This is an optimization exercise on Yosys and OpenROAD, whose aim is small area, not a production implementation. The RTL was checked by simulation tests, not by an equivalence proof against the original design. Power is estimated from default activity; no workload was simulated.

Design dev_top, start of the top module:
module dev_top (
    input  logic                       clk_60m,
    input  logic                       rst_n,
    input  logic                       upc_cfg_uart_rx,
    output logic                       upc_cfg_uart_tx,
    input  logic [dev_pkg::byte_w-1:0] upconvert_cfg_data,
    input  logic                       upconvert_cfg_data_valid,
    output logic [dev_pkg::byte_w-1:0] upconvert_rd_data,
    output logic                       upconvert_rd_data_valid,
    input  logic                       pc_lcuart_rx,
    output logic                       pc_lcuart_tx,
    input  logic                       pc_lctx_en,
    input  logic [dev_pkg::byte_w-1:0] pc_lctx_data,
    output logic [dev_pkg::byte_w-1:0] pc_lcrx_data,
    output logic                       pc_lcrx_data_valid,
    input  logic                       pc_rmuart_rx,
    output logic                       pc_rmuart_tx,
    input  logic                       pc_rmtx_en,
    input  logic [dev_pkg::byte_w-1:0] pc_rmtx_data,
    output logic [dev_pkg::byte_w-1:0] pc_rmrx_data,
    output logic                       pc_rmrx_data_valid,
    input  logic                       pwr_uart_rx,
    output logic [dev_pkg::meas_w-1:0] pwr_voltage,
    output logic [dev_pkg::meas_w-1:0] pwr_current,
    output logic [dev_pkg::meas_w-1:0] pwr_power,
    output logic                       pwr_valid
);
Size: about 1,100 cells after synthesis, about 160 I/O pins, roughly 15,000 um2 of cells after synthesis.
export LEC_CHECK = 0
export ABC_AREA = 1
export CAP_MARGIN = 20
export CORE_MARGIN = 2
export CORE_UTILIZATION = 80
export SLEW_MARGIN = 20
create_clock -name core_clock -period 10.0 [get_ports {clk_60m}]
standard.sh (not shown) runs the stock make flow with config.mk's settings and CLKGATE_MAP_FILE= SYNTH_SCRIPT=/design/flow/synth_recipe.tcl, a recipe that flattens the netlist after the stock synthesis.
==> flow/flow/run.sh <==
#!/bin/bash
# The standard layout (standard.sh) with these changes:
#  - synthesis is synth_recipe.tcl as given, except that yosys's extract_fa step is skipped
#    (adders are left to ABC instead of fixed half/full adder cells) and ABC maps the logic
#    with an area-oriented script (flow/area.abc: a time-limited &deepsyn restructuring, then
#    area-recovering &nf mapping) in place of ORFS's; the registers are the standard
#    synthesis's, ABC only maps the logic between them
#  - ports are buffered with sky130_fd_sc_hd__buf_1 instead of the cell buffer_ports picks
#    by itself (a 10 um2 delay buffer)
#  - the clock tree uses clkbuf_8 clusters of up to 18 registers and no dummy loads
# make's output goes to standard.log, ORFS's per-step logs to orfs/logs/
set -euo pipefail
W=$(pwd)
cat > "$W/synth_area.tcl" <<EOF
# synth_recipe.tcl with ABC's script replaced by flow/area.abc and extract_fa skipped
proc abc {args} {
  set i [lsearch -exact \$args -script]
  if {\$i >= 0} { set args [lreplace \$args [expr {\$i + 1}] [expr {\$i + 1}] {$W/flow/area.abc}] }
  yosys abc {*}\$args
}
proc extract_fa {args} { }
source {$W/synth_recipe.tcl}
EOF
sed "s|SYNTH_SCRIPT=[^ ]*|SYNTH_SCRIPT=$W/synth_area.tcl|" standard.sh > standard_area.sh
grep -q "SYNTH_SCRIPT=$W/synth_area.tcl" standard_area.sh
export BUFFER_PORTS_ARGS="-buffer_cell sky130_fd_sc_hd__buf_1"
export CTS_ARGS="-sink_clustering_enable -repair_clock_nets -dont_use_dummy_load -buf_list sky130_fd_sc_hd__clkbuf_8 -sink_clustering_size 18 -sink_clustering_max_diameter 70"
bash standard_area.sh > standard.log 2>&1
==> flow/flow/area.abc <==
strash
&get -n
&deepsyn -T 60
&put
dch -f
&get -n
&nf -R 1000 -p -F 8 -A 4 -C 32
&put
topo
dnsize -c
The baseline passed the timing, DRC and antenna checks.
Next try:
--- a/flow/flow/run.sh
+++ b/flow/flow/run.sh
@@ -3,5 +3,5 @@
 #  - synthesis is synth_recipe.tcl as given, except that yosys's extract_fa step is skipped
 #    (adders are left to ABC instead of fixed half/full adder cells) and ABC maps the logic
-#    with an area-oriented script (flow/area.abc: a time-limited &deepsyn restructuring, then
+#    with an area-oriented script (flow/area.abc: an &deepsyn restructuring that stops after 400 steps without gain, then
 #    area-recovering &nf mapping) in place of ORFS's; the registers are the standard
 #    synthesis's, ABC only maps the logic between them
==> flow/flow/area.abc (replaced) <==
strash
&get -n
&deepsyn -J 400 -T 600
&put
dch -f
&get -n
&nf -R 1000 -p -F 8 -A 4 -C 32
&put
topo
dnsize -c
Settings changed: CAP_MARGIN 20 to 5, SLEW_MARGIN 20 to 5.
What happened:
- setup slack gets worse by 440 ps
- die area drops slightly
- total power came out higher by a few percent
Next try:
Settings changed: GPL_TIMING_DRIVEN set to 0.
After rerunning: The new run produced a clean layout. Die area is unchanged. Core utilization is higher by 0.67 points. Wire length hardly moves. Via count is higher by 1.5%. Clock power goes down by about 1%. Sequential power barely changes. Fmax shrinks by about 6%. Global-route usage increases by 0.43 points. Hold slack gets better by 6.3 ps.
Next try:
--- a/flow/flow/run.sh
+++ b/flow/flow/run.sh
@@ -3,7 +3,6 @@
 #  - synthesis is synth_recipe.tcl as given, except that yosys's extract_fa step is skipped
 #    (adders are left to ABC instead of fixed half/full adder cells) and ABC maps the logic
-#    with an area-oriented script (flow/area.abc: an &deepsyn restructuring that stops after 400 steps without gain, then
-#    area-recovering &nf mapping) in place of ORFS's; the registers are the standard
-#    synthesis's, ABC only maps the logic between them
+#    with an area-oriented script (flow/area.abc) in place of ORFS's; the registers are the
+#    standard synthesis's, ABC only maps the logic between them
 #  - ports are buffered with sky130_fd_sc_hd__buf_1 instead of the cell buffer_ports picks
 #    by itself (a 10 um2 delay buffer)
==> flow/flow/area.abc (replaced) <==
strash
balance
rewrite
refactor
balance
rewrite
rewrite -z
balance
refactor -z
rewrite -z
balance
dch -f
&get -n
&nf -R 1000 -p -F 8 -A 4 -C 32
&put
topo
dnsize -c
Settings changed: CAP_MARGIN 5 to 20, GPL_TIMING_DRIVEN 0 to unset, SLEW_MARGIN 5 to 20.
Sequential power went up by about 3%.
Count of clock-buffer cells in the layout stays the same.
Global-route usage went up by 0.22 points.
Wire length went up by 1.2%.
Design area went up by about 1%.
Power went up by about 7%.
Sequential share of layout area went down by 0.66 points.
Non-clock buffer count went down by 4.
Final cell count went up by about 1.5%.
Area after synthesis went up by 1.8%.
Setup slack improved by 450 ps.
Next try:
--- a/flow/flow/run.sh
+++ b/flow/flow/run.sh
@@ -3,6 +3,7 @@
 #  - synthesis is synth_recipe.tcl as given, except that yosys's extract_fa step is skipped
 #    (adders are left to ABC instead of fixed half/full adder cells) and ABC maps the logic
-#    with an area-oriented script (flow/area.abc) in place of ORFS's; the registers are the
-#    standard synthesis's, ABC only maps the logic between them
+#    with an area-oriented script (flow/area.abc: an &deepsyn restructuring that stops after 400 steps without gain, then
+#    area-recovering &nf mapping) in place of ORFS's; the registers are the standard
+#    synthesis's, ABC only maps the logic between them
 #  - ports are buffered with sky130_fd_sc_hd__buf_1 instead of the cell buffer_ports picks
 #    by itself (a 10 um2 delay buffer)
==> flow/flow/area.abc (replaced) <==
strash
&get -n
&deepsyn -J 400 -T 600
&put
dch -f
&get -n
&nf -R 1000 -p -F 8 -A 4 -C 32
&put
topo
dnsize -c
Settings changed: CAP_MARGIN 20 to 5, CORE_UTILIZATION 80 to 88, SLEW_MARGIN 20 to 5.
With this change the flow died in clock tree synthesis (4_1_cts) (DPL-0033).
Area after synthesis goes down by 1.7%.
Synthesized cell count is lower by 2.4%.
Next try:
--- a/flow/flow/run.sh
+++ b/flow/flow/run.sh
@@ -3,5 +3,5 @@
 #  - synthesis is synth_recipe.tcl as given, except that yosys's extract_fa step is skipped
 #    (adders are left to ABC instead of fixed half/full adder cells) and ABC maps the logic
-#    with an area-oriented script (flow/area.abc: an &deepsyn restructuring that stops after 400 steps without gain, then
+#    with an area-oriented script (flow/area.abc: a time-limited &deepsyn restructuring, then
 #    area-recovering &nf mapping) in place of ORFS's; the registers are the standard
 #    synthesis's, ABC only maps the logic between them
@@ -25,4 +25,4 @@
 grep -q "SYNTH_SCRIPT=$W/synth_area.tcl" standard_area.sh
 export BUFFER_PORTS_ARGS="-buffer_cell sky130_fd_sc_hd__buf_1"
-export CTS_ARGS="-sink_clustering_enable -repair_clock_nets -dont_use_dummy_load -buf_list sky130_fd_sc_hd__clkbuf_8 -sink_clustering_size 18 -sink_clustering_max_diameter 70"
+export CTS_ARGS="-sink_clustering_enable -repair_clock_nets -dont_use_dummy_load -buf_list sky130_fd_sc_hd__clkbuf_8 -sink_clustering_size 22 -sink_clustering_max_diameter 60"
 bash standard_area.sh > standard.log 2>&1
==> flow/flow/area.abc (replaced) <==
strash
&get -n
&deepsyn -T 60
&put
dch -f
&get -n
&nf -R 1000 -p -F 8 -A 4 -C 32
&put
topo
dnsize -c
Settings changed: CAP_MARGIN 5 to 20, CORE_UTILIZATION 88 to 80, SLEW_MARGIN 5 to 20.
Effect: Now the flow finished clean. Area after synthesis grows by 0.73%. Synthesized cell count grows by 0.47%.

==> separate check: timing with driven ports <==
Ports are ideal in the flow. The routed layouts listed here were re-timed in OpenROAD. Step 1: set_driving_cell puts a clkbuf_16 on clk_60m and a buf_2 on each other input, an assumption about the parent block. Step 2 moves the port delays by t, midway between the first and last clock arrival at a register: inputs arrive t later, outputs are due t later. That takes back most of the time a late clock gives input paths. Three values: no drivers, after step 1, after step 2; two values: the first two.
run | t (ns) | setup slack, ns | slew at the worst register clock pin (ns) | worst slew at a driven data input, ns
the first run | 0.616 | 5.077 / 5.033 / 5.166 | 0.11 / 0.11 | 0.05
the second run | 0.600 | 4.637 / 4.656 / 4.056 | 0.12 / 0.12 | 0.04
the third run | 0.601 | 4.299 / 4.318 / 3.716 | 0.11 / 0.11 | 0.04
the fourth run | 0.595 | 4.745 / 4.702 / 5.297 | 0.11 / 0.11 | 0.04
the sixth run | 0.600 | 5.039 / 4.997 / 4.459 | 0.12 / 0.12 | 0.05
After both steps every run listed still meets setup and hold. For the third run, which loses most, drivers alone change the setup slack by +0.019 ns; drivers and shift together by -0.583 ns.
